Context: an optimization exercise on an open-source flow, tuned for small area, a short achievable clock period and few clock cycles per item. The choices shown serve that exercise and are no tape-out recipe.
Only simulation tests tie the RTL to the original design; equivalence was not proved.
Power and IR drop assume default switching activity.

try-raven:
Design unsorted_set_table, start of the top module:
module unsorted_set_table (
	input  logic                          clk,
	input  logic                          arst_n,
	input  logic                          req_valid,
	output logic                          req_ready,
	input  logic [1:0]                    req_action,
	input  logic [ust_pkg::VAL_W-1:0]     req_value,
	output logic                          rsp_valid,
	input  logic                          rsp_ready,
	output logic                          rsp_hit,
	output logic                          rsp_full_res,
	output logic [ust_pkg::OUT_CNT_W-1:0] rsp_entry_count
);
Size: ~1800 cells after synthesis, about 47 I/O pins, about 0.027 sq mm of cells after synthesis.
clock: 5.0 ns
lec_check: 0
cap_margin: 20
core_margin: 2
core_utilization: 65
cts_buf_list: sky130_fd_sc_hd__clkbuf_8 sky130_fd_sc_hd__clkbuf_16
cts_cluster_diameter: 60
cts_cluster_size: 20
place_density: 0.75
setup_slack_margin: 3.0
slew_margin: 20
run.sh (not shown) runs the stock make flow with config.mk's settings and CLKGATE_MAP_FILE= SYNTH_SCRIPT=/design/flow/synth_recipe.tcl, a recipe that flattens the netlist after the stock synthesis.
Testbench counts of try-raven, summed over its fixed seeds: cycles 9,624, ops 9,600.
### try-raven -> try-lagoon
Settings: PLACE_DENSITY now 0.65, was 0.75; CORE_UTILIZATION now 50, was 65.
Results
Diff try-raven -> try-lagoon: clock-buffer cell count +14%, number of non-filler instances in the completed layout +181.
Total power: try-lagoon worse than try-raven
Relative to try-raven, the wire length of the first global-routing pass measured on try-lagoon has increased by a few percent.
Synthesis-to-finish area growth | try-lagoon above try-raven
The sequential share of cell area reported for try-lagoon is smaller than that of try-raven by 1.3 points.
Diff try-raven..try-lagoon | number of flip-flops and latches | negligible
Delta (try-lagoon minus try-raven): design area moved up; fraction of the cycle the final worst path needs about even; detailed-route wire length rose by 2.1 mm.
diff inputs: try-lagoon => try-delta
Settings: CTS_CLUSTER_DIAMETER now 50, was 60; CTS_CLUSTER_SIZE now 16, was 20; CTS_BUF_LIST now sky130_fd_sc_hd__clkbuf_4 sky130_fd_sc_hd__clkbuf_8, was sky130_fd_sc_hd__clkbuf_8 sky130_fd_sc_hd__clkbuf_16.
Notes after the runs:
Re switching part of the total: try-lagoon was lower than try-delta. Taking try-lagoon as the reference point, the quantity of gates resized following cts of try-delta falls by 13%. Worst slew margin relative to its limit delta (try-delta − try-lagoon): favourable. try-delta vs try-lagoon, routed length on met1 went up by 1.4%. try-delta against try-lagoon; wire length is up slightly. The higher proportion of power drawn by combinational gates came out of try-delta.


== build 32 ==
The RTL this note starts from:
==> flow/design.v <==
package ust_pkg;
	localparam int DEPTH = 16;
	localparam int CNT_W = $clog2(DEPTH + 1);
	localparam int VAL_W = 32;
	localparam int OUT_CNT_W = 5;
	localparam int RES_W = 2 + OUT_CNT_W;
	localparam logic [1:0] ACT_ADD      = 2'd0;
	localparam logic [1:0] ACT_CONTAINS = 2'd1;
	localparam logic [1:0] ACT_REMOVE   = 2'd2;
	localparam logic [1:0] ACT_CLEAR    = 2'd3;
endpackage
module ust_cell (
	input  logic                      clk,
	input  logic                      we,
	input  logic [ust_pkg::VAL_W-1:0] wdata,
	input  logic [ust_pkg::VAL_W-1:0] key,
	output logic                      eq
);
	logic [ust_pkg::VAL_W-1:0] entry_q;
	always_ff @(posedge clk) begin
		if (we) begin
			entry_q <= wdata;
		end
	end
	assign eq = (entry_q == key);
endmodule
module unsorted_set_table (
	input  logic                          clk,
	input  logic                          arst_n,
	input  logic                          req_valid,
	output logic                          req_ready,
	input  logic [1:0]                    req_action,
	input  logic [ust_pkg::VAL_W-1:0]     req_value,
	output logic                          rsp_valid,
	input  logic                          rsp_ready,
	output logic                          rsp_hit,
	output logic                          rsp_full_res,
	output logic [ust_pkg::OUT_CNT_W-1:0] rsp_entry_count
);
	localparam int DEPTH = ust_pkg::DEPTH;
	localparam int SLOTS = DEPTH + 1;
	localparam int RES_W = ust_pkg::RES_W;
	function automatic logic [SLOTS-1:0] lowest(input logic [SLOTS-1:0] v);
		logic [SLOTS-1:0] below;
		below[0] = 1'b0;
		for (int i = 1; i < SLOTS; i++) begin
			below[i] = below[i-1] | v[i-1];
		end
		lowest = v & ~below;
	endfunction
	logic                      accept;
	logic                      take_add;
	logic [SLOTS-1:0]          valid_q;
	logic [SLOTS-1:0]          valid_d;
	logic [ust_pkg::CNT_W-1:0] count_q;
	logic [ust_pkg::CNT_W-1:0] count_d;
	logic                      full_q;
	logic                      full_d;
	logic                      last_q;
	logic                      last_d;
	logic                      b_valid_q;
	logic                      b_add_q;
	logic                      b_con_q;
	logic                      b_rem_q;
	logic                      b_clr_q;
	logic [SLOTS-1:0]          b_eq_q;
	logic [SLOTS-1:0]          b_slot_q;
	logic [SLOTS-1:0]          slot_q;
	logic [SLOTS-1:0]          slot_d;
	logic                      add_ok;
	assign accept   = req_valid && req_ready;
	assign take_add = accept && (req_action == ust_pkg::ACT_ADD);
	logic [SLOTS-1:0]          eq;
	logic [SLOTS-1:0]          held;
	logic [SLOTS-1:0]          free_1;
	logic [SLOTS-1:0]          free_2;
	for (genvar i = 0; i < SLOTS; i++) begin : g_cell
		ust_cell u_cell (
			.clk   (clk),
			.we    (slot_q[i]),
			.wdata (req_value),
			.key   (req_value),
			.eq    (eq[i])
		);
	end
	assign held   = valid_q | (add_ok ? b_slot_q : '0);
	assign free_1 = lowest(~held);
	assign free_2 = lowest(~held & ~slot_q);
	always_comb begin
		if (b_clr_q) begin
			slot_d = (take_add && slot_q[0]) ? SLOTS'(2) : SLOTS'(1);
		end else begin
			slot_d = take_add ? free_2 : free_1;
		end
	end
	always_ff @(posedge clk or negedge arst_n) begin
		if (!arst_n) begin
			slot_q <= SLOTS'(1);
		end else begin
			slot_q <= slot_d;
		end
	end
	always_ff @(posedge clk or negedge arst_n) begin
		if (!arst_n) begin
			b_valid_q <= 1'b0;
			b_add_q   <= 1'b0;
			b_con_q   <= 1'b0;
			b_rem_q   <= 1'b0;
			b_clr_q   <= 1'b0;
		end else begin
			b_valid_q <= accept;
			b_add_q   <= take_add;
			b_con_q   <= accept && (req_action == ust_pkg::ACT_CONTAINS);
			b_rem_q   <= accept && (req_action == ust_pkg::ACT_REMOVE);
			b_clr_q   <= accept && (req_action == ust_pkg::ACT_CLEAR);
		end
	end
	always_ff @(posedge clk) begin
		b_eq_q   <= eq;
		b_slot_q <= slot_q;
	end
	logic [SLOTS-1:0]          match;
	logic [SLOTS-1:0]          match_first;
	logic                      any;
	logic                      rem_ok;
	logic [ust_pkg::CNT_W-1:0] count_inc;
	logic [ust_pkg::CNT_W-1:0] count_dec;
	logic                      hit_d;
	logic                      res_full_d;
	assign match       = b_eq_q & valid_q;
	assign any         = |match;
	assign match_first = lowest(match);
	assign add_ok      = b_add_q && !full_q;
	assign rem_ok      = b_rem_q && any;
	assign count_inc   = count_q + ust_pkg::CNT_W'(1);
	assign count_dec   = count_q - ust_pkg::CNT_W'(1);
	assign valid_d = b_clr_q ? '0
	               : ((valid_q & ~(b_rem_q ? match_first : '0)) | (add_ok ? b_slot_q : '0));
	assign count_d = b_clr_q ? '0 : (add_ok ? count_inc : (rem_ok ? count_dec : count_q));
	assign hit_d   = add_ok || ((b_con_q || b_rem_q) && any);
	assign res_full_d = b_add_q && full_q;
	assign full_d  = !b_clr_q && (add_ok ? last_q : (rem_ok ? 1'b0 : full_q));
	assign last_d  = !b_clr_q && (add_ok ? (count_q == ust_pkg::CNT_W'(DEPTH - 2))
	                          : (rem_ok ? full_q : last_q));
	always_ff @(posedge clk or negedge arst_n) begin
		if (!arst_n) begin
			valid_q <= '0;
			count_q <= '0;
			full_q  <= 1'b0;
			last_q  <= 1'b0;
		end else begin
			valid_q <= valid_d;
			count_q <= count_d;
			full_q  <= full_d;
			last_q  <= last_d;
		end
	end
	localparam int QN = 4;
	logic [RES_W-1:0] res_q;
	logic             res_v_q;
	logic [RES_W-1:0] q_q [QN];
	logic [QN-1:0]    v_q;
	logic [QN-1:0]    v_d;
	logic             take;
	logic [2:0]       pend_q;
	logic [2:0]       pend_d;
	logic             block_q;
	always_ff @(posedge clk or negedge arst_n) begin
		if (!arst_n) begin
			res_v_q <= 1'b0;
		end else begin
			res_v_q <= b_valid_q;
		end
	end
	always_ff @(posedge clk) begin
		res_q <= {hit_d, res_full_d, ust_pkg::OUT_CNT_W'(count_d)};
	end
	assign take = v_q[0] && rsp_ready;
	always_comb begin
		for (int k = 0; k < QN; k++) begin
			if (take) begin
				v_d[k] = ((k + 1 < QN) ? v_q[(k + 1) % QN] : 1'b0)
				      || (res_v_q && ((k == 0) || v_q[k]));
			end else begin
				v_d[k] = v_q[k] || (res_v_q && ((k == 0) || v_q[(k + QN - 1) % QN]));
			end
		end
	end
	always_ff @(posedge clk or negedge arst_n) begin
		if (!arst_n) begin
			v_q <= '0;
		end else begin
			v_q <= v_d;
		end
	end
	always_ff @(posedge clk) begin
		for (int k = 0; k < QN; k++) begin
			if (take) begin
				if ((k + 1 < QN) && v_q[(k + 1) % QN]) q_q[k] <= q_q[(k + 1) % QN];
				else q_q[k] <= res_q;
			end else begin
				if (!v_q[k]) q_q[k] <= res_q;
			end
		end
	end
	always_comb begin
		pend_d = pend_q;
		if (accept && !take) pend_d = pend_q + 3'd1;
		if (!accept && take) pend_d = pend_q - 3'd1;
	end
	always_ff @(posedge clk or negedge arst_n) begin
		if (!arst_n) begin
			pend_q  <= '0;
			block_q <= 1'b0;
		end else begin
			pend_q  <= pend_d;
			block_q <= (pend_d == 3'(QN));
		end
	end
	assign req_ready       = !block_q;
	assign rsp_valid       = v_q[0];
	assign rsp_hit         = q_q[0][RES_W-1];
	assign rsp_full_res    = q_q[0][RES_W-2];
	assign rsp_entry_count = q_q[0][ust_pkg::OUT_CNT_W-1:0];
endmodule
==> flow/config.mk <==
export PLATFORM = sky130hd
export DESIGN_NAME = unsorted_set_table
export DESIGN_NICKNAME = unsorted_set_table
export VERILOG_FILES = /design/flow/design.v
export SDC_FILE = /design/flow/constraint.sdc
export NUM_CORES = 4
export LEC_CHECK = 0
export CAP_MARGIN = 20
export CORE_MARGIN = 2
export CORE_UTILIZATION = 65
export CTS_BUF_LIST = sky130_fd_sc_hd__clkbuf_8 sky130_fd_sc_hd__clkbuf_16
export CTS_CLUSTER_DIAMETER = 60
export CTS_CLUSTER_SIZE = 20
export PLACE_DENSITY = 0.75
export SETUP_SLACK_MARGIN = 3.1
export SLEW_MARGIN = 20
==> flow/constraint.sdc <==
create_clock -name core_clock -period 5.0 [get_ports {clk}]
set_input_delay 1.0000 -clock core_clock [delete_from_list [all_inputs] [get_ports {clk}]]
set_output_delay 1.0000 -clock core_clock [all_outputs]
set_load 0.01 [all_outputs]
Build 32 closes out successfully: all stages finished, all timing, DRC and antenna checks passed.
Testbench counts of build 32, summed over its fixed seeds: cycles 9,624, ops 9,600.
Input-level comparison between build 13 and build 32:
- a change of PLACE_DENSITY from 0.75 to 0.6
- a change of SETUP_SLACK_MARGIN from 3.1 to 2.88
- a change of CORE_UTILIZATION from 65 to 40
Between build 13 and build 32, multi-input gate share of the layout cell area is higher for build 32, build 13 comes in under that. Looking at critical path launch point, the block_q$_DFF_PN0_ result is from build 32; the v_q[0]$_DFF_PN0_ one comes from build 13. Build 13 falls short of build 32 in die area. Measured against build 32, the length of routed met3 wiring of build 13 comes out at 0.832 times the reference value. Row layout-stage area growth over the synthesis result: build 13 higher / build 32 lower. In the reports for build 13 and build 32, the larger number of buffers and inverters on the critical path belongs to build 32. Compared with build 32, in build 13 worst hold slack now sits at about the same level, total internal power now sits higher.
Setup changes, build 13 to build 56
- SETUP_SLACK_MARGIN now 3.0, was 2.88
- CTS_BUF_LIST now sky130_fd_sc_hd__clkbuf_8, was sky130_fd_sc_hd__clkbuf_8 sky130_fd_sc_hd__clkbuf_16
- CTS_CLUSTER_SIZE now 16, was 20
- PLACE_DENSITY now 0.65, was 0.6
- CORE_UTILIZATION now 50, was 40
- CTS_CLUSTER_DIAMETER now 50, was 60
Findings:
Origin of the worst setup path: v_q[0]$_DFF_PN0_ -> build 13, block_q$_DFF_PN0_ -> build 56. Build 56 vs build 13: internal power down by a few percent. Against build 13, build 56 reports a sequential fraction of design power that is higher. Build 56 vs build 13 on count of non-CTS buffers in the layout: build 56 is the higher one. Buffering stage count on the worst path with inverters included is lower on build 13. Summary of build 56 over build 13: register-to-register slack has remained practically unchanged; sequential share of layout area has remained practically unchanged; detailed-route wire length has decreased. Build 56 against build 13: setup slack saw a decrease, data required time of the worst path saw little to no change.
Input-level comparison between build 57 and build 56:
- CTS_CLUSTER_SIZE changed from 16 to 20
- PLACE_DENSITY changed from 0.65 to 0.75
- CTS_BUF_LIST changed from sky130_fd_sc_hd__clkbuf_8 to sky130_fd_sc_hd__clkbuf_8 sky130_fd_sc_hd__clkbuf_16
- CTS_CLUSTER_DIAMETER changed from 50 to 60
- CORE_UTILIZATION changed from 50 to 65
- ABC_AREA newly set to 1
### Flow results
- Build 57 finished every stage and its layout cleared the timing, design-rule and antenna checks.
- Build 56 closes out successfully: all stages finished, all timing, DRC and antenna checks passed.
- Compared with build 56, in build 57 count of clock-buffer cells in the layout now smaller, total routed wire length on the met1 layer grew by 600 microns, sequential share of layout area shows a reduction of 2.1 points.
- Per the comparison of build 57 with build 56, maximum achievable frequency moved up, first-iteration DRC count moved up, number of synthesized register bits level, clock period minus final worst setup slack moved down, number of distinct library cell variants in the gate-level netlist after synthesis moved down.

-- static timing again, ports no longer ideal --
The flow's constraints put no driver on any port. The routed layouts listed below were extracted and timed again, unchanged, in two steps.
Step 1, drivers: a clkbuf_16 drives clk and a buf_2 each remaining input, both assumed.
Step 2 times the ports against the registers' clock, not the clock port: input delays grow and output delays shrink by t, the midpoint of the rising clock arrivals with the driver on.
Three values: ideal ports, drivers, drivers and shift; two values: the first two.
| run | shift t [ns] | setup slack, ns | worst setup path at the end | clock arrival spread, ns | cell pins on the clock port's net |
|---|---|---|---|---|---|
| try-raven | 0.629 | 2.848 / 2.793 / 2.344 | input to register | 0.021 / 0.021 | 1 |
| try-lagoon | 0.641 | 2.851 / 2.799 / 2.329 | input to register | 0.032 / 0.031 | 1 |
| try-delta | 0.697 | 2.781 / 2.731 / 2.205 | input to register | 0.029 / 0.029 | 1 |
| build 32 | 0.631 | 2.874 / 2.817 / 2.291 | input to register | 0.027 / 0.027 | 1 |
| build 13 | 0.655 | 2.798 / 2.739 / 2.234 | input to register | 0.042 / 0.042 | 1 |
| build 56 | 0.697 | 2.779 / 2.730 / 2.200 | input to register | 0.029 / 0.029 | 1 |
| build 57 | 0.639 | 2.838 / 2.789 / 2.305 | input to register | 0.027 / 0.027 | 1 |
After both steps every run listed still meets setup and hold. The setup slack of build 32, which loses most, moves by -0.057 ns with the drivers and by -0.583 ns with both steps.
